What follows belongs to an exercise in optimizing a design on an open flow for small area, a short achievable clock period and few clock cycles per item; a production flow would make more cautious choices.
Function was checked by simulation only, so behaviour that the tests miss may differ from the original.
Power is estimated from default activity; no workload was simulated.

==> design.v <==
`default_nettype none
package sacf_pkg;
   localparam int PosWidth = 24;
   localparam int SizeWidth = 20;
   localparam int VelWidth = 21;
   localparam int DiffWidth = PosWidth + 2;
   localparam int MagWidth = VelWidth;
   localparam int RemWidth = MagWidth - 1;
   localparam int QuoWidth = 16;
   localparam int TimeWidth = QuoWidth + 1;
endpackage
`default_nettype wire
`default_nettype none
module sacf_setup_sel (
   input  wire logic                                  neg,
   input  wire logic signed [sacf_pkg::PosWidth-1:0]  pos_a,
   input  wire logic [sacf_pkg::SizeWidth-1:0]        size_a,
   input  wire logic signed [sacf_pkg::PosWidth-1:0]  pos_b,
   input  wire logic [sacf_pkg::SizeWidth-1:0]        size_b,
   output logic signed [sacf_pkg::PosWidth-1:0]       x,
   output logic signed [sacf_pkg::PosWidth-1:0]       y,
   output logic [sacf_pkg::SizeWidth-1:0]             w1,
   output logic [sacf_pkg::SizeWidth-1:0]             w2
);
   assign x = neg ? pos_a : pos_b;
   assign y = neg ? pos_b : pos_a;
   assign w1 = neg ? size_b : size_a;
   assign w2 = neg ? size_a : size_b;
endmodule
module sacf_setup (
   input  wire logic signed [sacf_pkg::VelWidth-1:0]  v,
   input  wire logic signed [sacf_pkg::PosWidth-1:0]  x,
   input  wire logic signed [sacf_pkg::PosWidth-1:0]  y,
   input  wire logic [sacf_pkg::SizeWidth-1:0]        w1,
   input  wire logic [sacf_pkg::SizeWidth-1:0]        w2,
   output logic signed [sacf_pkg::DiffWidth-1:0]      d_in,
   output logic signed [sacf_pkg::DiffWidth-1:0]      d_out,
   output logic [sacf_pkg::MagWidth-1:0]              nmag,
   output logic                                       still,
   output logic                                       fail
);
   localparam int DW = sacf_pkg::DiffWidth;
   localparam int SW = sacf_pkg::SizeWidth;
   logic [DW-1:0] xe, ny, nw1, pw2;
   logic [DW-1:0] si, ci, so, co;
   always_comb begin
      xe = {{(DW-sacf_pkg::PosWidth){x[sacf_pkg::PosWidth-1]}}, x};
      ny = ~{{(DW-sacf_pkg::PosWidth){y[sacf_pkg::PosWidth-1]}}, y};
      nw1 = ~{{(DW-SW){1'b0}}, w1};
      pw2 = {{(DW-SW){1'b0}}, w2};
      si = xe ^ ny ^ nw1;
      ci = (xe & ny) | (xe & nw1) | (ny & nw1);
      d_in = $signed(si - {~ci[DW-2:0], 1'b0});    
      so = xe ^ ny ^ pw2;
      co = (xe & ny) | (xe & pw2) | (ny & pw2);
      d_out = $signed(so + {co[DW-2:0], 1'b1});
      still = (v == '0);
      nmag = v[sacf_pkg::VelWidth-1] ? (v - 1'b1) : ~v;
      if (still) nmag[sacf_pkg::MagWidth-1] = 1'b0;
      fail = d_out[DW-1];
   end
endmodule
`default_nettype wire
`default_nettype none
module sacf_prep (
   input  wire logic signed [sacf_pkg::DiffWidth-1:0] d,
   input  wire logic [sacf_pkg::MagWidth-1:0]         nmag,
   input  wire logic                                  force_zero,
   input  wire logic                                  force_sat,
   output logic [sacf_pkg::RemWidth-1:0]              rem,
   output logic                                       sat,
   output logic                                       pos
);
   localparam int DW = sacf_pkg::DiffWidth;
   logic zero;
   logic big;
   always_comb begin
      pos = !d[DW-1] && (d != '0);
      zero = !force_sat && (force_zero || !pos);
      big = (d[DW-2:0] >= {{(DW-1-sacf_pkg::MagWidth){1'b0}}, ~nmag});
      sat = force_sat || (!zero && big);
      rem = (zero || sat) ? '0 : d[sacf_pkg::RemWidth-1:0];
   end
endmodule
`default_nettype wire
`default_nettype none
module sacf_div_step (
   input  wire logic [sacf_pkg::RemWidth-1:0] rem_in,
   input  wire logic [sacf_pkg::MagWidth-1:0] nmag,
   output logic                               q,
   output logic [sacf_pkg::RemWidth-1:0]      rem_out
);
   logic [20:0] a;
   logic [20:0] pb;    
   logic [20:0] t;
   assign a = {rem_in, 1'b0};
   assign pb = a ^ nmag;
   wire g0_0 = 1'b1;
   wire p0_0 = 1'b0;
   wire g1_0 = a[0] & nmag[0];
   wire p1_0 = pb[0];
   wire g2_0 = a[1] & nmag[1];
   wire p2_0 = pb[1];
   wire g3_0 = a[2] & nmag[2];
   wire p3_0 = pb[2];
   wire g4_0 = a[3] & nmag[3];
   wire p4_0 = pb[3];
   wire g5_0 = a[4] & nmag[4];
   wire p5_0 = pb[4];
   wire g6_0 = a[5] & nmag[5];
   wire p6_0 = pb[5];
   wire g7_0 = a[6] & nmag[6];
   wire p7_0 = pb[6];
   wire g8_0 = a[7] & nmag[7];
   wire p8_0 = pb[7];
   wire g9_0 = a[8] & nmag[8];
   wire p9_0 = pb[8];
   wire g10_0 = a[9] & nmag[9];
   wire p10_0 = pb[9];
   wire g11_0 = a[10] & nmag[10];
   wire p11_0 = pb[10];
   wire g12_0 = a[11] & nmag[11];
   wire p12_0 = pb[11];
   wire g13_0 = a[12] & nmag[12];
   wire p13_0 = pb[12];
   wire g14_0 = a[13] & nmag[13];
   wire p14_0 = pb[13];
   wire g15_0 = a[14] & nmag[14];
   wire p15_0 = pb[14];
   wire g16_0 = a[15] & nmag[15];
   wire p16_0 = pb[15];
   wire g17_0 = a[16] & nmag[16];
   wire p17_0 = pb[16];
   wire g18_0 = a[17] & nmag[17];
   wire p18_0 = pb[17];
   wire g19_0 = a[18] & nmag[18];
   wire p19_0 = pb[18];
   wire g20_0 = a[19] & nmag[19];
   wire p20_0 = pb[19];
   wire g21_0 = a[20] & nmag[20];
   wire p21_0 = pb[20];
   wire g1_1 = g1_0 | (p1_0 & g0_0);
   wire p1_1 = p1_0 & p0_0;
   wire g3_1 = g3_0 | (p3_0 & g2_0);
   wire p3_1 = p3_0 & p2_0;
   wire g5_1 = g5_0 | (p5_0 & g4_0);
   wire p5_1 = p5_0 & p4_0;
   wire g7_1 = g7_0 | (p7_0 & g6_0);
   wire p7_1 = p7_0 & p6_0;
   wire g9_1 = g9_0 | (p9_0 & g8_0);
   wire p9_1 = p9_0 & p8_0;
   wire g11_1 = g11_0 | (p11_0 & g10_0);
   wire p11_1 = p11_0 & p10_0;
   wire g13_1 = g13_0 | (p13_0 & g12_0);
   wire p13_1 = p13_0 & p12_0;
   wire g15_1 = g15_0 | (p15_0 & g14_0);
   wire p15_1 = p15_0 & p14_0;
   wire g17_1 = g17_0 | (p17_0 & g16_0);
   wire p17_1 = p17_0 & p16_0;
   wire g19_1 = g19_0 | (p19_0 & g18_0);
   wire p19_1 = p19_0 & p18_0;
   wire g21_1 = g21_0 | (p21_0 & g20_0);
   wire p21_1 = p21_0 & p20_0;
   wire g3_2 = g3_1 | (p3_1 & g1_1);
   wire p3_2 = p3_1 & p1_1;
   wire g7_2 = g7_1 | (p7_1 & g5_1);
   wire p7_2 = p7_1 & p5_1;
   wire g11_2 = g11_1 | (p11_1 & g9_1);
   wire p11_2 = p11_1 & p9_1;
   wire g15_2 = g15_1 | (p15_1 & g13_1);
   wire p15_2 = p15_1 & p13_1;
   wire g19_2 = g19_1 | (p19_1 & g17_1);
   wire p19_2 = p19_1 & p17_1;
   wire g7_3 = g7_2 | (p7_2 & g3_2);
   wire p7_3 = p7_2 & p3_2;
   wire g15_3 = g15_2 | (p15_2 & g11_2);
   wire p15_3 = p15_2 & p11_2;
   wire g15_4 = g15_3 | (p15_3 & g7_3);
   wire p15_4 = p15_3 & p7_3;
   wire g11_3 = g11_2 | (p11_2 & g7_3);
   wire p11_3 = p11_2 & p7_3;
   wire g19_3 = g19_2 | (p19_2 & g15_4);
   wire p19_3 = p19_2 & p15_4;
   wire g5_2 = g5_1 | (p5_1 & g3_2);
   wire p5_2 = p5_1 & p3_2;
   wire g9_2 = g9_1 | (p9_1 & g7_3);
   wire p9_2 = p9_1 & p7_3;
   wire g13_2 = g13_1 | (p13_1 & g11_3);
   wire p13_2 = p13_1 & p11_3;
   wire g17_2 = g17_1 | (p17_1 & g15_4);
   wire p17_2 = p17_1 & p15_4;
   wire g21_2 = g21_1 | (p21_1 & g19_3);
   wire p21_2 = p21_1 & p19_3;
   wire g2_1 = g2_0 | (p2_0 & g1_1);
   wire p2_1 = p2_0 & p1_1;
   wire g4_1 = g4_0 | (p4_0 & g3_2);
   wire p4_1 = p4_0 & p3_2;
   wire g6_1 = g6_0 | (p6_0 & g5_2);
   wire p6_1 = p6_0 & p5_2;
   wire g8_1 = g8_0 | (p8_0 & g7_3);
   wire p8_1 = p8_0 & p7_3;
   wire g10_1 = g10_0 | (p10_0 & g9_2);
   wire p10_1 = p10_0 & p9_2;
   wire g12_1 = g12_0 | (p12_0 & g11_3);
   wire p12_1 = p12_0 & p11_3;
   wire g14_1 = g14_0 | (p14_0 & g13_2);
   wire p14_1 = p14_0 & p13_2;
   wire g16_1 = g16_0 | (p16_0 & g15_4);
   wire p16_1 = p16_0 & p15_4;
   wire g18_1 = g18_0 | (p18_0 & g17_2);
   wire p18_1 = p18_0 & p17_2;
   wire g20_1 = g20_0 | (p20_0 & g19_3);
   wire p20_1 = p20_0 & p19_3;
   assign t[0] = pb[0] ^ g0_0;
   assign t[1] = pb[1] ^ g1_1;
   assign t[2] = pb[2] ^ g2_1;
   assign t[3] = pb[3] ^ g3_2;
   assign t[4] = pb[4] ^ g4_1;
   assign t[5] = pb[5] ^ g5_2;
   assign t[6] = pb[6] ^ g6_1;
   assign t[7] = pb[7] ^ g7_3;
   assign t[8] = pb[8] ^ g8_1;
   assign t[9] = pb[9] ^ g9_2;
   assign t[10] = pb[10] ^ g10_1;
   assign t[11] = pb[11] ^ g11_3;
   assign t[12] = pb[12] ^ g12_1;
   assign t[13] = pb[13] ^ g13_2;
   assign t[14] = pb[14] ^ g14_1;
   assign t[15] = pb[15] ^ g15_4;
   assign t[16] = pb[16] ^ g16_1;
   assign t[17] = pb[17] ^ g17_2;
   assign t[18] = pb[18] ^ g18_1;
   assign t[19] = pb[19] ^ g19_3;
   assign t[20] = pb[20] ^ g20_1;
   assign q = g21_2;
   assign rem_out = q ? t[sacf_pkg::RemWidth-1:0] : a[sacf_pkg::RemWidth-1:0];
endmodule
`default_nettype wire
`default_nettype none
module sacf_resolve (
   input  wire logic [5:0] st_in,
   input  wire logic [3:0] qb,
   output logic [5:0]      st_out,
   output logic            tin_bit
);
   logic gx, gy, lt1, gt1, lt2, gt2;
   always_comb begin
      {gx, gy, lt1, gt1, lt2, gt2} = st_in;
      tin_bit = gx ? qb[0] : (gy ? qb[2] : (qb[0] | qb[2]));
      st_out[5] = gx || (!gy && qb[0] && !qb[2]);
      st_out[4] = gy || (!gx && qb[2] && !qb[0]);
      st_out[3] = lt1 || (!gt1 && !tin_bit && qb[1]);
      st_out[2] = gt1 || (!lt1 && tin_bit && !qb[1]);
      st_out[1] = lt2 || (!gt2 && !tin_bit && qb[3]);
      st_out[0] = gt2 || (!lt2 && tin_bit && !qb[3]);
   end
endmodule
`default_nettype wire
`default_nettype none
module swept_aabb_first_contact_top (
   input  wire logic                                 clock,
   input  wire logic                                 reset,
   input  wire logic                                 req_valid,
   output logic                                      req_stall,
   input  wire logic signed [sacf_pkg::PosWidth-1:0] req_a_x,
   input  wire logic signed [sacf_pkg::PosWidth-1:0] req_a_y,
   input  wire logic [sacf_pkg::SizeWidth-1:0]       req_a_width,
   input  wire logic [sacf_pkg::SizeWidth-1:0]       req_a_height,
   input  wire logic signed [sacf_pkg::PosWidth-1:0] req_b_x,
   input  wire logic signed [sacf_pkg::PosWidth-1:0] req_b_y,
   input  wire logic [sacf_pkg::SizeWidth-1:0]       req_b_width,
   input  wire logic [sacf_pkg::SizeWidth-1:0]       req_b_height,
   input  wire logic signed [sacf_pkg::VelWidth-1:0] req_rel_vel_x,
   input  wire logic signed [sacf_pkg::VelWidth-1:0] req_rel_vel_y,
   input  wire logic                                 req_pair_blocked,
   output logic                                      rsp_valid,
   input  wire logic                                 rsp_stall,
   output logic                                      rsp_hit,
   output logic [sacf_pkg::TimeWidth-1:0]            rsp_hit_time,
   output logic                                      rsp_hit_axis
);
   localparam int PW = sacf_pkg::PosWidth;
   localparam int SW = sacf_pkg::SizeWidth;
   localparam int VW = sacf_pkg::VelWidth;
   localparam int DW = sacf_pkg::DiffWidth;
   localparam int MW = sacf_pkg::MagWidth;
   localparam int RW = sacf_pkg::RemWidth;
   localparam int QW = sacf_pkg::QuoWidth;
   localparam int StepsPerStage = 1;
   localparam int DivStages = QW / StepsPerStage;
   localparam int Latency = DivStages + 3;
   localparam int TmrW = 5;      
   localparam int ResW = QW + 2;    
   logic                accept;
   logic [Latency-1:0]  vld;        
   logic [Latency-1:0]  tok;        
   logic                res_valid;
   logic                res_tok;
   logic [ResW-1:0]     res;
   logic                out_valid;
   logic [ResW-1:0]     out_res;
   logic [ResW-1:0]     out_hold;
   logic                skid_valid;
   logic [ResW-1:0]     skid_res;
   logic [TmrW-1:0]     tmr;        
   logic                stall_ff;
   logic                recirc;
   logic                enq;
   logic                out_load;
   logic                skid_valid_next;
   logic [TmrW-1:0]     tmr_next;
   logic                recirc_next;
   assign res_valid = vld[Latency-1];
   assign res_tok = tok[Latency-1];
   assign recirc = res_valid && (skid_valid || (tmr != '0));
   assign enq = res_valid && !recirc;
   assign out_load = !out_valid || !rsp_stall;
   assign accept = req_valid && !stall_ff;
   assign req_stall = stall_ff;
   always_comb begin
      if (out_load) begin
         skid_valid_next = 1'b0;
      end else begin
         skid_valid_next = skid_valid || enq;
      end
      if (tmr != '0) begin
         tmr_next = tmr - 1'b1;
      end else if (recirc) begin
         tmr_next = TmrW'(Latency - 1);
      end else begin
         tmr_next = '0;
      end
      recirc_next = vld[Latency-2] && (skid_valid_next || (tmr_next != '0));
   end
   always_ff @(posedge clock) begin
      if (reset) begin
         vld <= '0;
         tok <= '0;
         out_valid <= 1'b0;
         skid_valid <= 1'b0;
         tmr <= '0;
         stall_ff <= 1'b0;
      end else begin
         vld <= {vld[Latency-2:0], recirc || accept};
         tok <= {tok[Latency-2:0], recirc};
         if (out_load) begin
            out_valid <= skid_valid || enq;
         end
         skid_valid <= skid_valid_next;
         tmr <= tmr_next;
         stall_ff <= recirc || (|tok[Latency-3:0]) || recirc_next;
      end
   end
   always_ff @(posedge clock) begin
      out_res <= out_load ? (skid_valid ? skid_res : res) : out_hold;
      if (out_load && (skid_valid || res_valid)) begin
         out_hold <= skid_valid ? skid_res : res;
      end
      if (!skid_valid) begin
         skid_res <= res;
      end
   end
   logic signed [PW-1:0] sel_x_x, sel_y_x, sel_x_y, sel_y_y;
   logic [SW-1:0]        sel_w1_x, sel_w2_x, sel_w1_y, sel_w2_y;
   sacf_setup_sel u_sel_x (
      .neg(req_rel_vel_x[VW-1]), .pos_a(req_a_x), .size_a(req_a_width), .pos_b(req_b_x),
      .size_b(req_b_width), .x(sel_x_x), .y(sel_y_x), .w1(sel_w1_x), .w2(sel_w2_x)
   );
   sacf_setup_sel u_sel_y (
      .neg(req_rel_vel_y[VW-1]), .pos_a(req_a_y), .size_a(req_a_height), .pos_b(req_b_y),
      .size_b(req_b_height), .x(sel_x_y), .y(sel_y_y), .w1(sel_w1_y), .w2(sel_w2_y)
   );
   logic signed [PW-1:0] in_xx, in_yx, in_xy, in_yy;
   logic [SW-1:0]        in_w1x, in_w2x, in_w1y, in_w2y;
   logic signed [VW-1:0] in_vx, in_vy;
   logic                 in_blk;
   always_ff @(posedge clock) begin
      in_xx <= sel_x_x;
      in_yx <= sel_y_x;
      in_xy <= sel_x_y;
      in_yy <= sel_y_y;
      in_w1x <= sel_w1_x;
      in_w2x <= sel_w2_x;
      in_w1y <= sel_w1_y;
      in_w2y <= sel_w2_y;
      in_vx <= recirc ? VW'(res) : req_rel_vel_x;
      in_vy <= req_rel_vel_y;
      in_blk <= req_pair_blocked;
   end
   logic signed [DW-1:0] su_din_x, su_dout_x, su_din_y, su_dout_y;
   logic [MW-1:0]        su_mag_x, su_mag_y;
   logic                 su_still_x, su_still_y, su_fail_x, su_fail_y;
   sacf_setup u_setup_x (
      .v(in_vx), .x(in_xx), .y(in_yx), .w1(in_w1x), .w2(in_w2x),
      .d_in(su_din_x), .d_out(su_dout_x), .nmag(su_mag_x), .still(su_still_x), .fail(su_fail_x)
   );
   sacf_setup u_setup_y (
      .v(in_vy), .x(in_xy), .y(in_yy), .w1(in_w1y), .w2(in_w2y),
      .d_in(su_din_y), .d_out(su_dout_y), .nmag(su_mag_y), .still(su_still_y), .fail(su_fail_y)
   );
   logic signed [DW-1:0] s1_din_x, s1_dout_x, s1_din_y, s1_dout_y;
   logic [MW-1:0]        s1_mag_x, s1_mag_y;
   logic                 s1_still_x, s1_still_y, s1_fail;
   always_ff @(posedge clock) begin
      s1_din_x <= su_din_x;
      s1_dout_x <= su_dout_x;
      s1_din_y <= su_din_y;
      s1_dout_y <= su_dout_y;
      s1_mag_x <= su_mag_x;
      s1_mag_y <= su_mag_y;
      s1_still_x <= su_still_x;
      s1_still_y <= su_still_y;
      s1_fail <= in_blk || su_fail_x || su_fail_y;
   end
   logic [4*RW-1:0] pr_rem;
   logic [3:0]      pr_sat;
   logic [3:0]      pr_pos;
   logic [5:0]      pr_st;
   logic            pr_tin;
   sacf_prep u_prep_0 (.d(s1_din_x), .nmag(s1_mag_x), .force_zero(s1_still_x), .force_sat(1'b0),
                       .rem(pr_rem[0*RW +: RW]), .sat(pr_sat[0]), .pos(pr_pos[0]));
   sacf_prep u_prep_1 (.d(s1_dout_x), .nmag(s1_mag_x), .force_zero(1'b0), .force_sat(s1_still_x),
                       .rem(pr_rem[1*RW +: RW]), .sat(pr_sat[1]), .pos(pr_pos[1]));
   sacf_prep u_prep_2 (.d(s1_din_y), .nmag(s1_mag_y), .force_zero(s1_still_y), .force_sat(1'b0),
                       .rem(pr_rem[2*RW +: RW]), .sat(pr_sat[2]), .pos(pr_pos[2]));
   sacf_prep u_prep_3 (.d(s1_dout_y), .nmag(s1_mag_y), .force_zero(1'b0), .force_sat(s1_still_y),
                       .rem(pr_rem[3*RW +: RW]), .sat(pr_sat[3]), .pos(pr_pos[3]));
   sacf_resolve u_res_top (.st_in(6'b0), .qb(pr_sat), .st_out(pr_st), .tin_bit(pr_tin));
   logic [DivStages*4*RW-1:0] p_rem;
   logic [DivStages*2*MW-1:0] p_mag;
   logic [DivStages*6-1:0]    p_st;
   logic [DivStages*QW-1:0]   p_tin;
   logic [DivStages-1:0]      p_fail;
   always_ff @(posedge clock) begin
      p_rem[0 +: 4*RW] <= pr_rem;
      p_mag[0 +: 2*MW] <= {s1_mag_y, s1_mag_x};
      p_st[0 +: 6] <= pr_st;
      p_fail[0] <= s1_fail || (s1_still_x && pr_pos[0]) || (s1_still_y && pr_pos[2]);
   end
   assign p_tin[0 +: QW] = '0;
   logic [5:0]    fin_st;
   logic [QW-1:0] fin_tin;
   logic          fin_fail;
   for (genvar k = 0; k < DivStages; k++) begin : g_div
      logic [RW-1:0] rem [0:StepsPerStage][0:3];
      logic [5:0]    st [0:StepsPerStage];
      logic [QW-1:0] tin [0:StepsPerStage];
      logic [3:0]    qb [0:StepsPerStage-1];
      for (genvar l = 0; l < 4; l++) begin : g_lane_in
         assign rem[0][l] = p_rem[(k*4+l)*RW +: RW];
      end
      assign st[0] = p_st[k*6 +: 6];
      assign tin[0] = p_tin[k*QW +: QW];
      for (genvar j = 0; j < StepsPerStage; j++) begin : g_step
         for (genvar l = 0; l < 4; l++) begin : g_lane
            sacf_div_step u_step (
               .rem_in(rem[j][l]),
               .nmag(p_mag[(k*2+l/2)*MW +: MW]),
               .q(qb[j][l]),
               .rem_out(rem[j+1][l])
            );
         end
         logic tb;
         sacf_resolve u_res (.st_in(st[j]), .qb(qb[j]), .st_out(st[j+1]), .tin_bit(tb));
         assign tin[j+1] = {tin[j][QW-2:0], tb};
      end
      if (k < DivStages - 1) begin : g_reg
         always_ff @(posedge clock) begin
            for (int l = 0; l < 4; l++) begin
               p_rem[((k+1)*4+l)*RW +: RW] <= rem[StepsPerStage][l];
            end
            p_mag[(k+1)*2*MW +: 2*MW] <= p_mag[k*2*MW +: 2*MW];
            p_st[(k+1)*6 +: 6] <= st[StepsPerStage];
            p_tin[(k+1)*QW +: QW] <= tin[StepsPerStage];
            p_fail[k+1] <= p_fail[k];
         end
      end else begin : g_last
         assign fin_st = st[StepsPerStage];
         assign fin_tin = tin[StepsPerStage];
         assign fin_fail = p_fail[k];
      end
   end
   logic fin_hit;
   assign fin_hit = !fin_fail && fin_st[3] && fin_st[1];
   always_ff @(posedge clock) begin
      res <= tok[Latency-2] ? ~p_mag[(DivStages-1)*2*MW +: ResW]
                            : {fin_hit, fin_hit ? fin_tin : QW'(0), fin_hit && fin_st[4]};
   end
   assign rsp_valid = out_valid;
   assign rsp_hit = out_res[ResW-1];
   assign rsp_hit_time = {1'b0, out_res[1 +: QW]};
   assign rsp_hit_axis = out_res[0];
endmodule
`default_nettype wire
==> run.sh <==
#!/bin/bash
# synth_recipe.tcl (not shown) runs the flow's synth.tcl, then flattens the netlist and writes it again
# the make line also repeats each setting of config.mk as NAME=value (left out here)
make -C /OpenROAD-flow-scripts/flow DESIGN_CONFIG=/design/flow/config.mk WORK_HOME=/design/flow/orfs CLKGATE_MAP_FILE= SYNTH_SCRIPT=/design/flow/synth_recipe.tcl finish
==> config.mk <==
export PLATFORM = sky130hd
export DESIGN_NAME = swept_aabb_first_contact_top
export DESIGN_NICKNAME = swept_aabb_first_contact_top
export VERILOG_FILES = /design/flow/design.v
export SDC_FILE = /design/flow/constraint.sdc
export NUM_CORES = 4
export LEC_CHECK = 0
export ABC_AREA = 1
export CAP_MARGIN = 20
export CORE_MARGIN = 2
export CORE_UTILIZATION = 60
export CTS_CLUSTER_DIAMETER = 80
export CTS_CLUSTER_SIZE = 25
export SETUP_SLACK_MARGIN = 4.6
export SLEW_MARGIN = 20
==> constraint.sdc <==
create_clock -name core_clock -period 7.0 [get_ports {clock}]
set_input_delay 1.4000 -clock core_clock [delete_from_list [all_inputs] [get_ports {clock}]]
set_output_delay 1.4000 -clock core_clock [all_outputs]
set_load 0.01 [all_outputs]
==> results of run 1 <==
## sequential cells by signal, indices dropped and copies added, names as in the netlist, 24 cells and up
| name | count |
|---|---|
| s1_dout_y | 26 |
| s1_dout_x | 26 |
| p_mag | 672 |
| in_xx | 24 |
| s1_din_y | 26 |
| in_yy | 24 |
| g_div.tin | 120 |
| s1_din_x | 26 |
| in_xy | 24 |
| p_rem | 1280 |
| in_yx | 24 |
| p_st | 96 |
## report_power, final
group / leakage [nW] / switching (W) / total, W / internal (W)
logic: 46.7 / 0.0247 / 0.0431 / 0.0184
registers: 22.4 / 0.00437 / 0.0248 / 0.0204
clock network: 2.30 / 0.00527 / 0.00968 / 0.00441
total: 71.4 / 0.0344 / 0.0776 / 0.0432
## stage by stage
step	total power [W]	instances	utilization [%]	setup slack, ns
floorplan	0.05053	14170	-	4.581
global placement	0.05676	17040	62.21	3.549
detailed placement	0.05814	17040	62.21	3.537
CTS	0.07255	17590	67.87	4.237
global route	0.08357	17940	71.82	4.207
finish	0.07758	17950	71.82	4.306
## path summary, 6_finish.rpt
path / to
setup reg to reg: s1_fail
hold / removal: g_div[15].tin[0][7]
hold reg to reg: g_div[15].tin[0][7]
setup / recovery: s1_fail
## cell families (layout without fill, tap and decap cells)
group,count (synthesis),in the layout
simple gates,5027,5041
xor+xnor,726,726
fa+ha+maj,2101,2101
other cells,1,9
buf+inv,1516,2402
compound gates,2127,2127
flops,2669,2669
## worst max-delay path: stages (launching register included)
cell and delay [ns]:
dfxtp_1 0.34, inv_2 0.05, fa_1 0.58, inv_2 0.06, ha_4 0.28, nand2_4 0.06
nor2_4 0.11, nand4_1 0.10, o21ai_2 0.22, a21oi_2 0.11, o21ai_2 0.15, xor2_1 0.20
inv_2 0.11, nor2_4 0.15, nand2_1 0.06
## cell usage after synthesis, types with 15 or more instances
| master | n | area share [%] |
|---|---|---|
| nand2_1 | 3528 | 10 |
| dfxtp_1 | 2651 | 40 |
| ha_1 | 1477 | 14 |
| inv_1 | 1197 | 3.4 |
| a21oi_1 | 777 | 2.9 |
| fa_1 | 624 | 9.4 |
| nor2_1 | 535 | 1.5 |
| xnor2_1 | 515 | 3.4 |
| o21ai_2 | 507 | 3.4 |
| nand3_1 | 444 | 1.7 |
| o21ai_0 | 400 | 1.5 |
| xor2_1 | 211 | 1.4 |
| o21ai_1 | 208 | 0.79 |
| nand4_1 | 160 | 0.76 |
| buf_6 | 159 | 1.4 |
| nand2_2 | 114 | 0.54 |
| a211oi_1 | 80 | 0.45 |
| nor3_1 | 78 | 0.29 |
| clkbuf_1 | 64 | 0.18 |
| nand2_4 | 60 | 0.51 |
| nand3_2 | 60 | 0.45 |
| inv_2 | 56 | 0.16 |
| a21o_2 | 22 | 0.15 |
| nor4_1 | 21 | 0.099 |
| o211ai_2 | 21 | 0.20 |
| a31oi_1 | 20 | 0.094 |
| or2_2 | 19 | 0.090 |
| a21o_1 | 18 | 0.10 |
| edfxtp_1 | 18 | 0.41 |
| o21a_1 | 18 | 0.10 |
| o21bai_1 | 17 | 0.096 |
| buf_4 | 15 | 0.085 |
## layout make-up
class                   count  area share, %
diodes                      8        0.01270
multi-input cells        9996          51.41
flip-flops and latches   2669          34.35
well taps                2871          2.279
inverters                1265          3.546
clock inverters            84         0.6286
clock buffers             163          2.376
repair inverters           57         0.4865
repair buffers            833          4.913
## what timing repair did
action                                  4_1_cts  5_1_grt
endpoints found under the setup margin     1484     1372
pin swaps                                   359      600
hold endpoints to repair                      0        0
setup buffers                               265      317
gates resized for setup                    1322     1415
cloned                                       47       27
## metal layers
metal	wire (um)	vias to the layer above	GRT usage [%]	part of all wire [%]
li1	-	47940	-	-
met1	133500	46280	33.45	41
met2	166700	1800	49.84	51
met3	10780	701	2.724	3.3
met4	15210	8	10.90	4.7
met5	52	-	0	0.016
==> impl_metrics.prom, run 1 <==
# TYPE chip_impl_metric gauge
chip_impl_metric{name="drt-wirelength-per-cell",unit="um"} 18.18
chip_impl_metric{name="synth-edff-count",unit=""} 18
chip_impl_metric{name="core_region_area",unit="um^2"} 219500
chip_impl_metric{name="maxSlewViolCount",unit=""} 0
chip_impl_metric{name="grt_max_degree",unit=""} 103
chip_impl_metric{name="critPathRequiredTime",unit="ns"} 7.72
chip_impl_metric{name="nets",unit=""} 17290
chip_impl_metric{name="path_max_fanout",unit=""} 4
chip_impl_metric{name="cts.htree.levels",unit=""} 4
chip_impl_metric{name="placementRows",unit=""} 172
chip_impl_metric{name="fillers",unit=""} 16120
chip_impl_metric{name="clock_skew",unit="ns"} 0.02880
chip_impl_metric{name="synth.cell_area",unit="um^2"} 132400
chip_impl_info{name="cell_at_the_root_of_the_clock_tree",value="clkbuf_16"} 1
chip_impl_metric{name="post_synthesis_share_of_cell_area_spent_on_xor_and_xnor_gates",unit="%"} 4.802
chip_impl_metric{name="share_of_the_clock_period_used_by_the_worst_path",unit="%"} 38.48
chip_impl_metric{name="min_delay_path_depth",unit=""} 0
chip_impl_info{name="r2r-start",value="in_w2x[9]"} 1
chip_impl_metric{name="viasPerCell",unit=""} 5.390
chip_impl_metric{name="die_width",unit="um"} 473.8
chip_impl_metric{name="dp_hpwl",unit="um"} 235200
chip_impl_metric{name="vdd.ir_drop.worst",unit="mV"} 0.3320
chip_impl_info{name="timing_worst_setup_path_type",value="register to register"} 1
chip_impl_metric{name="relSlewSlack",unit="%"} 15.90
chip_impl_metric{name="hold_vio_cnt_final",unit=""} 0
chip_impl_metric{name="seq_area_frac_synth",unit="%"} 40.49
chip_impl_metric{name="layout-drive-gt1-share",unit="%"} 23.83
chip_impl_info{name="timing.critical_path.from_type",value="register"} 1
chip_impl_metric{name="synth_adder_area_share",unit="%"} 23.39
chip_impl_metric{name="p_leak",unit="nW"} 71.39
chip_impl_metric{name="grt_first_pass_wirelength",unit="um"} 502100
chip_impl_info{name="run_status",value="timing/DRC/antenna clean"} 1
chip_impl_metric{name="die_height",unit="um"} 473.8
chip_impl_metric{name="number_of_input_and_output_port_buffers_inserted",unit=""} 242
chip_impl_metric{name="routabilityCongestion",unit=""} 0.9338
chip_impl_metric{name="numClockSinks",unit=""} 2669
chip_impl_metric{name="antenna_left",unit=""} 0
chip_impl_metric{name="cts.reportedPaths.clkPinSlew",unit="ns"} 0.09
chip_impl_metric{name="floorplan.io_pins",unit=""} 244
chip_impl_metric{name="yosys.area_share.simple",unit="%"} 15.99
chip_impl_metric{name="synth-async-reset-ratio",unit="%"} 0
chip_impl_metric{name="worst-slew-pin-transition",unit="ns"} 1.261
chip_impl_info{name="ys.flop_type",value="dfxtp_1"} 1
chip_impl_info{name="commonest_non_fill_non_tap_cells_in_the_layout",value="nand2_1 (3098), dfxtp_1 (2350), ha_1 (1252)"} 1
chip_impl_metric{name="cts.hold.buffers_added",unit=""} 0
chip_impl_metric{name="detailedRoute.firstIterationViolations",unit=""} 5089
chip_impl_metric{name="final-seq-area",unit="um^2"} 54150
chip_impl_info{name="cp-end-kind",value="register"} 1
chip_impl_metric{name="synthMuxAreaShare",unit="%"} 0
chip_impl_metric{name="yosys_warnings",unit=""} 116
chip_impl_metric{name="wl",unit="um"} 326300
chip_impl_metric{name="area_growth",unit="%"} 19.06
chip_impl_metric{name="antenna_found_initial",unit=""} 11
chip_impl_metric{name="multi_input_comb_area",unit="um^2"} 81050
chip_impl_metric{name="clock_latency",unit="ns"} 0.84
chip_impl_metric{name="synth_fp_nets",unit=""} 16490
chip_impl_metric{name="ff2ff_path_depth",unit=""} 14
chip_impl_metric{name="timing.final.crit_period",unit="ns"} 2.694
chip_impl_info{name="cp-startpoint",value="in_w2x[9]"} 1
chip_impl_metric{name="finalSetupTns",unit="ns"} 0
chip_impl_info{name="hold_path_class",value="register to register"} 1
chip_impl_metric{name="finalSetupViolCount",unit=""} 0
chip_impl_metric{name="via_count_of_the_first_global_routing_pass",unit=""} 97080
chip_impl_metric{name="route.detailed.drc",unit=""} 0
chip_impl_metric{name="fp.dieArea",unit="um^2"} 224500
chip_impl_info{name="tritoncts",value="built"} 1
chip_impl_metric{name="global_route.overflow_total",unit=""} 0
chip_impl_metric{name="buffer_levels_on_the_longest_clock_path",unit=""} 3
chip_impl_metric{name="via_count",unit=""} 96730
chip_impl_metric{name="synth-seq-cells",unit=""} 2669
chip_impl_metric{name="fmax",unit="MHz"} 371.3
chip_impl_info{name="layout_commonest_cell",value="nand2_1"} 1
chip_impl_metric{name="dpl-instance-area",unit="um^2"} 136600
chip_impl_info{name="grt_setup_unrepaired",value="yes"} 1
chip_impl_info{name="largest_family_of_logic_cells_by_synthesized_area",value="adder cells"} 1
chip_impl_metric{name="netlist_instances",unit=""} 14170
chip_impl_info{name="hold_path_start",value="g_div[14].tin[0][6]"} 1
chip_impl_metric{name="average_size_of_a_mapped_cell",unit="um^2"} 9.347
chip_impl_metric{name="worst-r2r-setup-slack",unit="ns"} 4.31
chip_impl_metric{name="synth_compound_area_share",unit="%"} 10.03
chip_impl_metric{name="whs",unit="ns"} 0.3259
chip_impl_metric{name="fin_area",unit="um^2"} 157700
chip_impl_metric{name="synth_cell_type_count",unit=""} 59
chip_impl_metric{name="detailedRoute.firstPassIterationCount",unit=""} 6
chip_impl_metric{name="grt_use_total",unit="%"} 27.52
chip_impl_metric{name="power.density",unit="nW/um^2"} 492.1
chip_impl_metric{name="crit_arrival",unit="ns"} 3.42
chip_impl_metric{name="num_cts_buffers",unit=""} 144
chip_impl_metric{name="start_util",unit="%"} 60.32
chip_impl_metric{name="drv_cap",unit=""} 0
Testbench counts, summed over its fixed seeds: cycles 12,160, items 12,000.
==> run 2, diff against run 1 <==
--- a/design.v
+++ b/design.v
@@ -240,17 +240,16 @@
 module sacf_resolve (
-   input  wire logic [5:0] st_in,
+   input  wire logic [4:0] st_in,
    input  wire logic [3:0] qb,
-   output logic [5:0]      st_out,
+   output logic [4:0]      st_out,
    output logic            tin_bit
 );
-   logic gx, gy, lt1, gt1, lt2, gt2;
+   logic gx, gy, lt1, lt2, miss;
    always_comb begin
-      {gx, gy, lt1, gt1, lt2, gt2} = st_in;
+      {gx, gy, lt1, lt2, miss} = st_in;
       tin_bit = gx ? qb[0] : (gy ? qb[2] : (qb[0] | qb[2]));
-      st_out[5] = gx || (!gy && qb[0] && !qb[2]);
-      st_out[4] = gy || (!gx && qb[2] && !qb[0]);
-      st_out[3] = lt1 || (!gt1 && !tin_bit && qb[1]);
-      st_out[2] = gt1 || (!lt1 && tin_bit && !qb[1]);
-      st_out[1] = lt2 || (!gt2 && !tin_bit && qb[3]);
-      st_out[0] = gt2 || (!lt2 && tin_bit && !qb[3]);
+      st_out[4] = gx || (!gy && qb[0] && !qb[2]);
+      st_out[3] = gy || (!gx && qb[2] && !qb[0]);
+      st_out[2] = lt1 || (!miss && !tin_bit && qb[1]);
+      st_out[1] = lt2 || (!miss && !tin_bit && qb[3]);
+      st_out[0] = miss || (!lt1 && tin_bit && !qb[1]) || (!lt2 && tin_bit && !qb[3]);
    end
@@ -417,3 +416,4 @@
    logic [3:0]      pr_pos;
-   logic [5:0]      pr_st;
+   logic [4:0]      pr_st;
+   logic            pr_fail;
    logic            pr_tin;
@@ -427,8 +427,8 @@
                        .rem(pr_rem[3*RW +: RW]), .sat(pr_sat[3]), .pos(pr_pos[3]));
-   sacf_resolve u_res_top (.st_in(6'b0), .qb(pr_sat), .st_out(pr_st), .tin_bit(pr_tin));
+   assign pr_fail = s1_fail || (s1_still_x && pr_pos[0]) || (s1_still_y && pr_pos[2]);
+   sacf_resolve u_res_top (.st_in({4'b0, pr_fail}), .qb(pr_sat), .st_out(pr_st), .tin_bit(pr_tin));
    logic [DivStages*4*RW-1:0] p_rem;
    logic [DivStages*2*MW-1:0] p_mag;
-   logic [DivStages*6-1:0]    p_st;
+   logic [DivStages*5-1:0]    p_st;
    logic [DivStages*QW-1:0]   p_tin;
-   logic [DivStages-1:0]      p_fail;
    always_ff @(posedge clock) begin
@@ -436,12 +436,10 @@
       p_mag[0 +: 2*MW] <= {s1_mag_y, s1_mag_x};
-      p_st[0 +: 6] <= pr_st;
-      p_fail[0] <= s1_fail || (s1_still_x && pr_pos[0]) || (s1_still_y && pr_pos[2]);
+      p_st[0 +: 5] <= pr_st;
    end
    assign p_tin[0 +: QW] = '0;
-   logic [5:0]    fin_st;
+   logic [4:0]    fin_st;
    logic [QW-1:0] fin_tin;
-   logic          fin_fail;
    for (genvar k = 0; k < DivStages; k++) begin : g_div
       logic [RW-1:0] rem [0:StepsPerStage][0:3];
-      logic [5:0]    st [0:StepsPerStage];
+      logic [4:0]    st [0:StepsPerStage];
       logic [QW-1:0] tin [0:StepsPerStage];
@@ -451,3 +449,3 @@
       end
-      assign st[0] = p_st[k*6 +: 6];
+      assign st[0] = p_st[k*5 +: 5];
       assign tin[0] = p_tin[k*QW +: QW];
@@ -472,5 +470,4 @@
             p_mag[(k+1)*2*MW +: 2*MW] <= p_mag[k*2*MW +: 2*MW];
-            p_st[(k+1)*6 +: 6] <= st[StepsPerStage];
+            p_st[(k+1)*5 +: 5] <= st[StepsPerStage];
             p_tin[(k+1)*QW +: QW] <= tin[StepsPerStage];
-            p_fail[k+1] <= p_fail[k];
          end
@@ -479,3 +476,2 @@
          assign fin_tin = tin[StepsPerStage];
-         assign fin_fail = p_fail[k];
       end
@@ -483,6 +479,6 @@
    logic fin_hit;
-   assign fin_hit = !fin_fail && fin_st[3] && fin_st[1];
+   assign fin_hit = !fin_st[0] && fin_st[2] && fin_st[1];
    always_ff @(posedge clock) begin
       res <= tok[Latency-2] ? ~p_mag[(DivStages-1)*2*MW +: ResW]
-                            : {fin_hit, fin_hit ? fin_tin : QW'(0), fin_hit && fin_st[4]};
+                            : {fin_hit, fin_hit ? fin_tin : QW'(0), fin_hit && fin_st[3]};
    end
--- a/config.mk
+++ b/config.mk
@@ -10,6 +10,6 @@
 export CORE_MARGIN = 2
-export CORE_UTILIZATION = 60
+export CORE_UTILIZATION = 55
 export CTS_CLUSTER_DIAMETER = 80
 export CTS_CLUSTER_SIZE = 25
-export SETUP_SLACK_MARGIN = 4.6
+export SETUP_SLACK_MARGIN = 4.4
 export SLEW_MARGIN = 20
==> run 2 against run 1 <==
Effect of this change: critical endpoint is now rsp_hit_axis; clock-buffer cell count rose by 3; critical path type is now register to primary output; non-clock buffer count decreased by 430; largest power group unchanged; wire length fell by 8.3%.
==> impl_metrics.prom, run 2 <==
# TYPE chip_impl_metric gauge
chip_impl_info{name="run_status",value="timing/DRC/antenna clean"} 1
chip_impl_metric{name="synth_compound_area_share",unit="%"} 10.08
chip_impl_info{name="tritoncts",value="built"} 1
chip_impl_metric{name="via_count_of_the_first_global_routing_pass",unit=""} 94650
chip_impl_metric{name="dpl_worst_slack",unit="ns"} 3.534
chip_impl_metric{name="path_max_fanout",unit=""} 1
chip_impl_metric{name="numClockSinks",unit=""} 2637
chip_impl_metric{name="floorplan.io_pins",unit=""} 244
chip_impl_metric{name="power.clock.fraction",unit="%"} 15.0
chip_impl_metric{name="power.density",unit="nW/um^2"} 449.2
chip_impl_metric{name="antenna_found_initial",unit=""} 8
chip_impl_metric{name="power.switching_fraction",unit="%"} 42.62
chip_impl_info{name="hold_path_start",value="g_div[9].tin[0][7]"} 1
chip_impl_metric{name="netlist.area_leader.share",unit="%"} 39.84
chip_impl_metric{name="seq_area_frac_synth",unit="%"} 40.25
chip_impl_info{name="hold_path_class",value="register to register"} 1
chip_impl_metric{name="timing.final.crit_period",unit="ns"} 2.826
chip_impl_info{name="cp-end-kind",value="primary output"} 1
chip_impl_info{name="ys.flop_type",value="dfxtp_1"} 1
chip_impl_metric{name="share_of_the_clock_period_used_by_the_worst_path",unit="%"} 40.37
chip_impl_metric{name="final_core_utilization",unit="%"} 61.28
chip_impl_metric{name="number_of_input_and_output_port_buffers_inserted",unit=""} 242
chip_impl_metric{name="netSwitchingPower",unit="W"} 0.02790
chip_impl_metric{name="final.setup.worst_slack",unit="ns"} 4.174
chip_impl_info{name="hold_end",value="g_div[10].tin[0][8]"} 1
chip_impl_metric{name="num_cts_buffers",unit=""} 145
chip_impl_metric{name="grt_use_total",unit="%"} 24.17
chip_impl_metric{name="grt_first_pass_wirelength",unit="um"} 481400
chip_impl_info{name="reg2reg_to",value="s1_dout_y[12]"} 1
chip_impl_metric{name="via_count",unit=""} 92370
chip_impl_metric{name="routabilityCongestion",unit=""} 0.9304
chip_impl_metric{name="antenna_left",unit=""} 0
chip_impl_info{name="synth_commonest_cells",value="nand2_1 (3470), dfxtp_1 (2619), ha_1 (1477)"} 1
chip_impl_metric{name="vdd.ir_drop.worst",unit="mV"} 0.2462
chip_impl_metric{name="clock_latency",unit="ns"} 0.83
chip_impl_metric{name="dp_hpwl",unit="um"} 239000
chip_impl_info{name="worst_path_dominant_cell_family",value="flip-flops"} 1
chip_impl_metric{name="detailedRoute.firstIterationViolations",unit=""} 4052
chip_impl_metric{name="nets",unit=""} 16820
chip_impl_metric{name="fp.dieArea",unit="um^2"} 243200
chip_impl_metric{name="buffer_levels_on_the_longest_clock_path",unit=""} 3
chip_impl_metric{name="relSlewSlack",unit="%"} 37.01
chip_impl_info{name="cp_cell_sequence",value="buf_6"} 1
chip_impl_metric{name="synth.cell_area",unit="um^2"} 131600
chip_impl_metric{name="viasPerCell",unit=""} 5.201
chip_impl_info{name="r2r-start",value="in_xy[0]"} 1
chip_impl_info{name="cell_at_the_root_of_the_clock_tree",value="clkbuf_16"} 1
chip_impl_metric{name="synth-async-reset-ratio",unit="%"} 0
chip_impl_metric{name="area_growth",unit="%"} 10.75
chip_impl_info{name="synth_area_leader_cell",value="dfxtp_1"} 1
chip_impl_metric{name="fmax",unit="MHz"} 353.8
chip_impl_metric{name="wl",unit="um"} 299000
chip_impl_metric{name="p_leak",unit="nW"} 68.54
chip_impl_metric{name="die_height",unit="um"} 493.2
chip_impl_info{name="timing.critical_path.from_type",value="register"} 1
chip_impl_metric{name="timing.critical_path.slowest_cell_delay",unit="ns"} 0.45
chip_impl_metric{name="global_route.overflow_total",unit=""} 0
chip_impl_metric{name="hold_vio_cnt_final",unit=""} 0
chip_impl_metric{name="yosys.area_share.simple",unit="%"} 15.81
chip_impl_metric{name="crit_arrival",unit="ns"} 1.43
chip_impl_metric{name="largest_register_ffs",unit=""} 1280
chip_impl_metric{name="placed_cells_incl_taps",unit=""} 17350
chip_impl_metric{name="drt-wirelength-per-cell",unit="um"} 16.84
chip_impl_metric{name="layout-drive-gt1-share",unit="%"} 11.51
chip_impl_metric{name="synth_adder_area_share",unit="%"} 23.54
chip_impl_info{name="grt_setup_unrepaired",value="yes"} 1
chip_impl_metric{name="detailedRoute.firstPassIterationCount",unit=""} 17
chip_impl_metric{name="synth-seq-cells",unit=""} 2637
chip_impl_metric{name="maxSlewViolCount",unit=""} 0
chip_impl_metric{name="clock_skew",unit="ns"} 0.03021
chip_impl_info{name="timing_worst_setup_path_type",value="register to primary output"} 1
chip_impl_metric{name="cts.reportedPaths.clkPinSlew",unit="ns"} 0.10
chip_impl_metric{name="finalSetupViolCount",unit=""} 0
chip_impl_metric{name="die_width",unit="um"} 493.2
chip_impl_metric{name="placementRows",unit=""} 179
chip_impl_metric{name="worst-r2r-setup-slack",unit="ns"} 4.32
chip_impl_metric{name="min_delay_path_depth",unit=""} 0
chip_impl_metric{name="fin_cells",unit=""} 17760
chip_impl_metric{name="cell_internal_pwr",unit="W"} 0.03756
chip_impl_info{name="largest_family_of_logic_cells_by_synthesized_area",value="adder cells"} 1
chip_impl_metric{name="yosys_warnings",unit=""} 116
chip_impl_info{name="post-synth-top-count-cell",value="nand2_1"} 1
chip_impl_metric{name="netlist_instances",unit=""} 14180
chip_impl_metric{name="comb_power_share",unit="%"} 49.2
chip_impl_metric{name="start_util",unit="%"} 55.33
chip_impl_metric{name="finalSetupTns",unit="ns"} 0
chip_impl_metric{name="synth_cell_type_count",unit=""} 60
chip_impl_metric{name="route.detailed.drc",unit=""} 0
chip_impl_metric{name="critPathRequiredTime",unit="ns"} 5.60
chip_impl_info{name="cp-startpoint",value="out_res[0]"} 1
chip_impl_metric{name="average_size_of_a_mapped_cell",unit="um^2"} 9.279
chip_impl_metric{name="post_synthesis_share_of_cell_area_spent_on_xor_and_xnor_gates",unit="%"} 4.845
chip_impl_metric{name="synth-edff-count",unit=""} 18
chip_impl_info{name="registers.top_by_ff_count",value="p_rem"} 1
chip_impl_metric{name="ff2ff_path_depth",unit=""} 11
chip_impl_info{name="synth_top_cells_by_area",value="dfxtp_1 (40%), ha_1 (14%), nand2_1 (9.9%)"} 1
chip_impl_metric{name="synthMuxAreaShare",unit="%"} 0
chip_impl_metric{name="share_seq_of_total_power",unit="%"} 35.8
chip_impl_metric{name="synth_fp_nets",unit=""} 16510
chip_impl_metric{name="worst-slew-pin-transition",unit="ns"} 0.9448
chip_impl_metric{name="worstPathBufferInverterCount",unit=""} 1
chip_impl_metric{name="drv_cap",unit=""} 0
chip_impl_info{name="layout_commonest_cell",value="nand2_1"} 1
chip_impl_info{name="cpMaxStageDelayCell",value="dfxtp_4"} 1
chip_impl_metric{name="cts.htree.levels",unit=""} 4
chip_impl_metric{name="core_region_area",unit="um^2"} 237900
chip_impl_metric{name="grt_max_degree",unit=""} 117
chip_impl_info{name="commonest_non_fill_non_tap_cells_in_the_layout",value="nand2_1 (3389), dfxtp_1 (2451), ha_1 (1350)"} 1
chip_impl_metric{name="p_total",unit="W"} 0.06546
run 2: worst max path at each step:
| stage | to | slack, ns | cells after the start |
|---|---|---|---|
| 6_report | rsp_hit_axis | 4.17 | 1 |
| 5_1_grt | rsp_hit_axis | 4.08 | 1 |
| 4_1_cts | rsp_hit_axis | 4.05 | 1 |
| 3_5_place_dp | out_hold[3] | 3.53 | 5 |
| 3_3_place_gp | out_hold[3] | 3.52 | 5 |
| 2_1_floorplan | s1_din_x[21] | 4.41 | 15 |
run 2: per-layer routing:
metal / global-route usage, % / part of all wire [%] / vias up / routed length [um]
li1: - / - / 47090 / -
met1: 28.05 / 42 / 43800 / 124500
met2: 46.12 / 53 / 1026 / 157800
met3: 2.287 / 2.2 / 448 / 6432
met4: 7.945 / 3.4 / 2 / 10220
met5: 0 / 0.0060 / - / 18
run 2: stage by stage:
step | area, um^2 | hold WS (ns)
global placement | 136000 | 0.3101
global route | 145700 | 0.3357
detailed placement | 136000 | 0.3121
finish | 145700 | 0.3256
floorplan | 131600 | 0.3096
CTS | 142400 | 0.3265
run 2: power by group through the flow:
stage	registers (W)	logic, W	clock network (W)
after floorplan	0.0223	0.0244	0
after global placement	0.0236	0.0293	0
after detailed placement	0.0237	0.0303	0
after CTS	0.0234	0.0311	0.0101
after global routing	0.0240	0.0368	0.0106
final	0.0234	0.0322	0.00980
run 2: logic make-up after synthesis:
family,Yosys count
simple gates,4924
flops,2637
other cells,1
xor+xnor,728
fa+ha+maj,2101
compound gates,2193
buf+inv,1599
run 2: layout make-up:
type,instances,area (um^2)
tap,3167,3963
multi-input combinational,9956,74540
antenna,7,17.52
sequential,2637,53200
clock buffer,166,3839
timing repair buffer,403,3705
clock inverter,76,997.2
fill,20330,92110
inverter,1347,5454
timing repair inverter,3,26.28
run 2: repair_timing:
item / CTS / global route
setup endpoints to repair: 633 / 962
setup buffers: 51 / 103
hold buffers: 0 / 0
cloned: 5 / 7
gates resized for setup: 375 / 577
pin swaps: 82 / 188
Testbench counts of run 2, summed over its fixed seeds: cycles 12,160, items 12,000.
==> run 3, diff against run 2 <==
--- a/config.mk
+++ b/config.mk
@@ -13,3 +13,3 @@
 export CTS_CLUSTER_SIZE = 25
-export SETUP_SLACK_MARGIN = 4.4
+export SETUP_SLACK_MARGIN = 4.33
 export SLEW_MARGIN = 20
==> run 3 against run 2 <==
Effect of this change: worst setup slack worse by 0.014 ns; largest cell class unchanged; highest routed layer is now met4; non-clock buffer count is 63 lower; clock power hardly changed; wire length is 1.3% lower; clock skew is 0.0047 ns higher; critical path type unchanged; power is 1.1% lower; combinational power is 2% lower; register-to-register slack worse by 0.03 ns; sequential power hardly changed; global-route usage is 0.075 points lower; largest power group unchanged.
==> impl_metrics.prom, run 3 <==
# TYPE chip_impl_metric gauge
chip_impl_info{name="run_status",value="timing/DRC/antenna clean"} 1
chip_impl_info{name="worst_path_dominant_cell_family",value="flip-flops"} 1
chip_impl_metric{name="global_route.overflow_total",unit=""} 0
chip_impl_info{name="ys.flop_type",value="dfxtp_1"} 1
chip_impl_metric{name="buffer_levels_on_the_longest_clock_path",unit=""} 3
chip_impl_metric{name="floorplan.io_pins",unit=""} 244
chip_impl_info{name="synth_top_cells_by_area",value="dfxtp_1 (40%), ha_1 (14%), nand2_1 (9.9%)"} 1
chip_impl_metric{name="synth.cell_area",unit="um^2"} 131600
chip_impl_metric{name="detailedRoute.firstIterationViolations",unit=""} 3797
chip_impl_metric{name="share_of_the_clock_period_used_by_the_worst_path",unit="%"} 40.57
chip_impl_metric{name="synth-seq-cells",unit=""} 2637
chip_impl_metric{name="vdd.ir_drop.worst",unit="mV"} 0.2147
chip_impl_metric{name="cts.reportedPaths.clkPinSlew",unit="ns"} 0.09
chip_impl_metric{name="dp_hpwl",unit="um"} 238900
chip_impl_info{name="cp-end-kind",value="primary output"} 1
chip_impl_metric{name="critPathRequiredTime",unit="ns"} 5.60
chip_impl_metric{name="crit_arrival",unit="ns"} 1.44
chip_impl_metric{name="worstPathBufferInverterCount",unit=""} 1
chip_impl_metric{name="netlist_instances",unit=""} 14180
chip_impl_metric{name="numClockSinks",unit=""} 2637
chip_impl_metric{name="finalSetupTns",unit="ns"} 0
chip_impl_metric{name="via_count_of_the_first_global_routing_pass",unit=""} 94450
chip_impl_metric{name="number_of_input_and_output_port_buffers_inserted",unit=""} 242
chip_impl_metric{name="finalSetupViolCount",unit=""} 0
chip_impl_info{name="post-synth-top-count-cell",value="nand2_1"} 1
chip_impl_metric{name="core_region_area",unit="um^2"} 237900
chip_impl_metric{name="drt-wirelength-per-cell",unit="um"} 16.67
chip_impl_info{name="registers.top_by_ff_count",value="p_rem"} 1
chip_impl_metric{name="via_count",unit=""} 91860
chip_impl_metric{name="grt_use_total",unit="%"} 24.09
chip_impl_metric{name="placementRows",unit=""} 179
chip_impl_metric{name="wl",unit="um"} 295000
chip_impl_metric{name="worst-slew-pin-transition",unit="ns"} 0.9541
chip_impl_info{name="tritoncts",value="built"} 1
chip_impl_metric{name="grt_max_degree",unit=""} 121
chip_impl_metric{name="largest_register_ffs",unit=""} 1280
chip_impl_info{name="synth_area_leader_cell",value="dfxtp_1"} 1
chip_impl_metric{name="relSlewSlack",unit="%"} 36.39
chip_impl_metric{name="timing.final.crit_period",unit="ns"} 2.840
chip_impl_metric{name="grt_first_pass_wirelength",unit="um"} 479900
chip_impl_metric{name="maxSlewViolCount",unit=""} 0
chip_impl_info{name="layout_commonest_cell",value="nand2_1"} 1
chip_impl_metric{name="area_growth",unit="%"} 9.475
chip_impl_metric{name="p_total",unit="W"} 0.06473
chip_impl_metric{name="hold_vio_cnt_final",unit=""} 0
chip_impl_info{name="cp_cell_sequence",value="buf_6"} 1
chip_impl_metric{name="timing.critical_path.slowest_cell_delay",unit="ns"} 0.48
chip_impl_metric{name="p_leak",unit="nW"} 68.14
chip_impl_metric{name="die_height",unit="um"} 493.2
chip_impl_metric{name="start_util",unit="%"} 55.33
chip_impl_metric{name="fmax",unit="MHz"} 352.1
chip_impl_metric{name="path_max_fanout",unit=""} 1
chip_impl_metric{name="detailedRoute.firstPassIterationCount",unit=""} 23
chip_impl_metric{name="netlist.area_leader.share",unit="%"} 39.84
chip_impl_metric{name="routabilityCongestion",unit=""} 0.8879
chip_impl_info{name="timing_worst_setup_path_type",value="register to primary output"} 1
chip_impl_metric{name="clock_skew",unit="ns"} 0.03495
chip_impl_metric{name="clock_latency",unit="ns"} 0.83
chip_impl_info{name="cpMaxStageDelayCell",value="dfxtp_4"} 1
chip_impl_metric{name="die_width",unit="um"} 493.2
chip_impl_metric{name="antenna_left",unit=""} 0
chip_impl_metric{name="antenna_found_initial",unit=""} 8
chip_impl_metric{name="yosys_warnings",unit=""} 116
chip_impl_metric{name="synth-async-reset-ratio",unit="%"} 0
chip_impl_metric{name="nets",unit=""} 16750
chip_impl_info{name="synth_commonest_cells",value="nand2_1 (3470), dfxtp_1 (2619), ha_1 (1477)"} 1
chip_impl_metric{name="fp.dieArea",unit="um^2"} 243200
chip_impl_metric{name="seq_area_frac_synth",unit="%"} 40.25
chip_impl_metric{name="viasPerCell",unit=""} 5.190
chip_impl_metric{name="power.density",unit="nW/um^2"} 449.3
chip_impl_metric{name="synth_cell_type_count",unit=""} 60
chip_impl_info{name="commonest_non_fill_non_tap_cells_in_the_layout",value="nand2_1 (3421), dfxtp_1 (2545), ha_1 (1395)"} 1
chip_impl_metric{name="average_size_of_a_mapped_cell",unit="um^2"} 9.279
chip_impl_info{name="timing.critical_path.from_type",value="register"} 1
chip_impl_info{name="hold_path_class",value="register to register"} 1
chip_impl_metric{name="layout-drive-gt1-share",unit="%"} 9.526
chip_impl_metric{name="num_cts_buffers",unit=""} 146
chip_impl_metric{name="cts.htree.levels",unit=""} 4
chip_impl_metric{name="route.detailed.drc",unit=""} 0
chip_impl_info{name="grt_setup_unrepaired",value="yes"} 1
chip_impl_metric{name="synth-edff-count",unit=""} 18
chip_impl_info{name="cell_at_the_root_of_the_clock_tree",value="clkbuf_16"} 1
chip_impl_metric{name="drv_cap",unit=""} 0
chip_impl_metric{name="cts.hold.buffers_added",unit=""} 0
chip_impl_metric{name="synth_fp_nets",unit=""} 16510
run 3: path summary, 6_finish.rpt:
kind,start,end,slack (ns),cells past startpoint
max,out_res[2],rsp_hit_time[1],4.16,1
min,g_div[10].tin[0][9],g_div[11].tin[0][10],0.32,0
min reg2reg,g_div[10].tin[0][9],g_div[11].tin[0][10],0.32,0
max reg2reg,in_yx[1],s1_din_x[21],4.29,15
run 3: routing by layer:
metal | GRT usage [%] | routed length [um] | up-vias
li1 | - | - | 46940
met4 | 8.186 | 10770 | 0
met1 | 27.84 | 121600 | 43310
met3 | 2.171 | 6588 | 496
met2 | 46.09 | 156100 | 1107
met5 | 0 | 0 | -
run 3: area by class of cell:
class,instances,area (um^2)
antenna,4,10.01
sequential,2637,53070
timing repair buffer,340,3212
clock inverter,78,989.7
timing repair inverter,2,17.52
inverter,1347,5356
multi-input combinational,9954,73550
fill,20570,93780
tap,3167,3963
clock buffer,171,3901
run 3: power by group:
group | internal, W | switching, W
Clock | 0.00445 | 0.00534
Combinational | 0.0129 | 0.0187
Sequential | 0.0197 | 0.00361
run 3: stage by stage:
| step | cells | instance area, um^2 | setup WS (ns) | hold WS [ns] | util, % |
|---|---|---|---|---|---|
| after floorplan | 14180 | 131600 | 4.341 | 0.3096 | - |
| after global placement | 17340 | 135900 | 3.469 | 0.3097 | 57.15 |
| after detailed placement | 17340 | 135900 | 3.489 | 0.3121 | 57.16 |
| after CTS | 17620 | 141700 | 4.058 | 0.3271 | 59.59 |
| after global routing | 17700 | 144100 | 4.098 | 0.3281 | 60.57 |
| final | 17700 | 144100 | 4.160 | 0.3189 | 60.57 |
run 3: what timing repair did:
| action | in CTS | in global routing |
|---|---|---|
| buffers inserted | 19 | 75 |
| cloned | 5 | 4 |
| resized for setup | 274 | 395 |
| pin swaps | 39 | 123 |
| endpoints found under the setup margin | 403 | 859 |
run 3: cells by family after synthesis:
group,Yosys count,share of synthesized area (%)
DFF,2637,40.25
adders and majority gates,2101,23.54
and+or+nand+nor,4924,15.81
buffers and inverters,1599,5.469
xor gates and xnor gates,728,4.845
AOI/OAI and AO/OA,2193,10.08
other,1,0.002850

## what the ideal ports hide
The results above use ideal ports. As a check the final layouts listed here were re-extracted and re-timed, cells and wires unchanged. Step 1 assumes that a clkbuf_16 drives the clock port and a buf_2 every other input. Step 2 moves the port delays by t, midway between the first and last clock arrival at a register: inputs arrive t later, outputs are due t later. That takes back most of the time a late clock gives input paths. Slacks: no drivers / after step 1 / after step 2; pairs: no drivers / after step 1.
run	t, ns	setup slack, ns	worst hold slack (ns)	slew at the worst register clock pin (ns)
run 1	0.919	4.306 / 4.221 / 3.801	0.326 / 0.326 / 0.326	0.10 / 0.10
run 2	0.911	4.174 / 4.078 / 3.716	0.326 / 0.326 / 0.326	0.10 / 0.10
run 3	0.910	4.160 / 4.062 / 3.665	0.319 / 0.319 / 0.319	0.10 / 0.10
After both steps setup and hold are still met in every run listed. The setup slack of run 1, which loses most, moves by -0.085 ns with the drivers and by -0.505 ns with both steps.
